What follows belongs to an exercise in optimizing a design on an open flow for small area; a production flow would make more cautious choices.
Where RTL was checked, it was by simulation tests only, not by an equivalence proof against the original.
Power figures rest on the tool's default switching activity, not on a simulated workload.

## exe_top
module exe_top (
  input  logic                     clk,
  input  logic                     reset_n,
  input  logic [32-1:0]         dec_pc_i,
  input  logic                     dec_rd_v_i,
  input  logic [5-1:0]      dec_rd_adr_i,
  input  logic [32:0]           dec_rs1_data_i,
  input  logic [32:0]           dec_rs2_data_i,
  input  logic [32-1:0]         dec_immediat_i,
  input  logic [2:0]               dec_access_size_i,
  input  logic                     dec_unsign_extension_i,
  input  logic [NB_UNIT-1:0]       dec_unit_i,
  input  logic [NB_OPERATION-1:0]  dec_operation_i,
  input  logic                     pred_v_i,
  input  logic                     pred_is_taken_i,
  input  logic [32-1:0]         load_data_i,
  output logic                     mem_adr_v_o,
  output logic [32-1:0]         mem_adr_o,
  output logic                     mem_is_store_o,
  output logic [32-1:0]         mem_store_data_o,
  output logic [2:0]               mem_access_size_o,
  output logic                     exe_fwd_v_o,
  output logic [5-1:0]      exe_fwd_adr_o,
  output logic [32-1:0]         exe_fwd_data_o,
  output logic                     wbk_v_o,
  output logic [5-1:0]      wbk_adr_o,
  output logic [32-1:0]         wbk_data_o,
  output logic                     flush_v_q_o,
  output logic [32-1:0]         pc_data_q_o,
  output logic [32-1:0]         pred_fb_pc_o,
  output logic                     pred_fb_branch_instr_o,
  output logic                     pred_fb_feedback_o,
  output logic                     pred_fb_success_o,
  output logic                     pred_fb_failed_o
);
Size: roughly 1,600 cells after synthesis, about 76 flip-flops, ~410 I/O pins, about 0.0098 sq mm of cells after synthesis.
clock: 8.0 ns
lec_check: 0
abc_area: 1
cap_margin: 0
core_area: 5 5 145 145
cts_buf_list: sky130_fd_sc_hd__clkbuf_8
die_area: 0 0 150 150
gpl_timing_driven: 0
setup_slack_margin: 0.15
slew_margin: 0
tns_end_percent: 5
standard.sh (not shown) runs the stock make flow with config.mk's settings and CLKGATE_MAP_FILE= SYNTH_SCRIPT=/design/flow/synth_recipe.tcl, a recipe that flattens the netlist after the stock synthesis.
==> flow/flow/run.sh <==
#!/bin/bash
# Standard ORFS layout (the standard.sh), with the port buffers and the
# synthesis pass-through buffers made from the smallest buffer cell, and the
# buffers ABC inserts removed at floorplan (repair_design re-buffers).
bash standard.sh \
  BUFFER_PORTS_ARGS="-buffer_cell sky130_fd_sc_hd__buf_1" \
  MIN_BUF_CELL_AND_PORTS="sky130_fd_sc_hd__buf_1 A X" \
  REMOVE_ABC_BUFFERS=1 \
  finish > standard.log 2>&1
Next try:
--- a/flow/design.v
+++ b/flow/design.v
@@ -106,55 +106,65 @@
   logic             flush_dly_q;
   logic             wbk_v_q;
   logic [5-1:0] wbk_adr_q;
   logic [32-1:0] wbk_data_q;
   logic [32-1:0] pc_data_q;
   logic             bi_q, fb_q, ok_q, ko_q;
   function automatic logic [32:0] add_cla(input logic [32-1:0] p,
                                              input logic [32-1:0] g,
                                              input logic cin);
     logic [32-1:0] s;
-    logic [32/4:0] bc;
+    logic [32/2:0] bc;
     logic             c, gk, pk;
     bc[0] = cin;
-    for (int k = 0; k < 32/4; k++) begin
+    for (int k = 0; k < 32/2; k++) begin
       gk = 1'b0;
       pk = 1'b1;
       c  = bc[k];
-      for (int i = 4*k; i < 4*k+4; i++) begin
+      for (int i = 2*k; i < 2*k+2; i++) begin
         s[i] = p[i] ^ c;
         c    = g[i] | (p[i] & c);
         gk   = g[i] | (p[i] & gk);
         pk   = pk & p[i];
       end
       bc[k+1] = gk | (pk & bc[k]);
     end
-    add_cla = {bc[32/4], s};
-  endfunction
-  function automatic logic [32:0] add_cla_fast(input logic [32-1:0] p,
-                                                  input logic [32-1:0] g,
-                                                  input logic cin);
+    add_cla = {bc[32/2], s};
+  endfunction
+  function automatic logic [32:0] add_cla3(input logic [32-1:0] p,
+                                             input logic [32-1:0] g,
+                                             input logic cin);
     logic [32-1:0] s;
-    logic [32/4:0] bc;
-    logic             gk, pk;
-    bc[0] = cin;
-    for (int k = 0; k < 32/4; k++) begin
-      gk = 1'b0;
-      pk = 1'b1;
-      for (int i = 4*k; i < 4*k+4; i++) begin
-        s[i] = p[i] ^ (gk | (pk & bc[k]));
-        gk   = g[i] | (p[i] & gk);
-        pk   = pk & p[i];
-      end
-      bc[k+1] = gk | (pk & bc[k]);
-    end
-    add_cla_fast = {bc[32/4], s};
+    logic [32/2-1:0] gb, pb;
+    logic [32/8:0] sc;
+    logic             gs, ps, bc, c;
+    for (int b = 0; b < 32/2; b++) begin
+      gb[b] = g[2*b+1] | (p[2*b+1] & g[2*b]);
+      pb[b] = p[2*b+1] & p[2*b];
+    end
+    sc[0] = cin;
+    for (int k = 0; k < 32/8; k++) begin
+      gs = 1'b0;
+      ps = 1'b1;
+      bc = sc[k];
+      for (int b = 4*k; b < 4*k+4; b++) begin
+        c        = bc;
+        s[2*b]   = p[2*b] ^ c;
+        c        = g[2*b] | (p[2*b] & c);
+        s[2*b+1] = p[2*b+1] ^ c;
+        bc       = gb[b] | (pb[b] & bc);
+        gs       = gb[b] | (pb[b] & gs);
+        ps       = ps & pb[b];
+      end
+      sc[k+1] = gs | (ps & sc[k]);
+    end
+    add_cla3 = {sc[32/8], s};
   endfunction
   function automatic logic [32-1:0] inc4(input logic [32-1:0] a);
     logic bc, pk;
     bc = 1'b1;
     inc4[1:0] = a[1:0];
     for (int k = 0; k < 8; k++) begin
       pk = 1'b1;
       for (int i = 2 + 4*k; i < 6 + 4*k && i < 32; i++) begin
         inc4[i] = a[i] ^ (bc & pk);
         pk      = pk & a[i];
@@ -183,21 +193,21 @@
   assign jal     = op[JAL];
   assign jalr    = op[JALR];
   assign jump    = jal | jalr;
   assign use_imm = dec_unit_i[LSU] | dec_unit_i[BU];
   assign use_pc  = dec_unit_i[BU] & ~jalr;
   assign opa = use_pc ? pc : rs1;
   assign opb = use_imm ? imm : (rs2 ^ {32{op[SUB]}});
   logic [32-1:0] ap, ag;
   assign ap  = opa ^ opb;
   assign ag  = opa & opb;
-  assign sum = add_cla_fast(ap, ag, op[SUB]);
+  assign sum = add_cla3(ap, ag, op[SUB]);
   logic [32-1:0] cx;
   logic [32:0]   cdiff;
   logic less, equal, taken;
   assign cx    = rs1 ^ rs2;
   assign cdiff = add_cla(~cx, rs1 & ~rs2, 1'b1);
   assign less  = (dec_rs1_data_i[32] ^ dec_rs2_data_i[32]) ? dec_rs1_data_i[32] : ~cdiff[32];
   assign equal = cx == '0;
   assign taken = (op[BEQ] & equal) | (op[BNE] & ~equal) | (op[BLT] & less) | (op[BGE] & ~less);
   logic [32-1:0] pc_inc;
   assign pc_inc = inc4(pc);
Power goes up slightly.
Design area goes up by a few percent.
Synthesized cell count goes down by a few percent.
First-iteration DRC count goes down by about a fifth.
Clock-buffer cell count goes up by 1.
Die area is unchanged.
Core utilization goes up by 1.4 points.
Non-clock buffer count goes up by 14.
Setup slack gets worse by 0.15 ns.
For the second run of this note, only the layout was checked, not whether the RTL still works.

==> port drivers added, routing unchanged <==
The flow's constraints put no driver on any port. The routed layouts listed below were extracted and timed again, unchanged, in two steps.
Step 1 sets driving cells, clkbuf_16 on the clock port and buf_2 on the other inputs (assumed; they add their load-dependent delay and slew).
Step 2 also shifts input and output timing later by t, the mid clock arrival at the registers, as if the neighbouring blocks saw the same clock.
a / b / c = no drivers / after step 1 / after step 2; a / b = the first two.
| run | t (ns) | setup WS [ns] | cell pins on the clock port's net |
|---|---|---|---|
| the first run | 0.419 | 0.371 / 0.343 / 0.343 | 1 |
| the second run | 0.420 | 0.219 / 0.159 / 0.159 | 1 |
After both steps setup and hold are still met in every run listed. The setup slack of the second run, which loses most, moves by -0.060 ns with the drivers and by -0.060 ns with both steps.
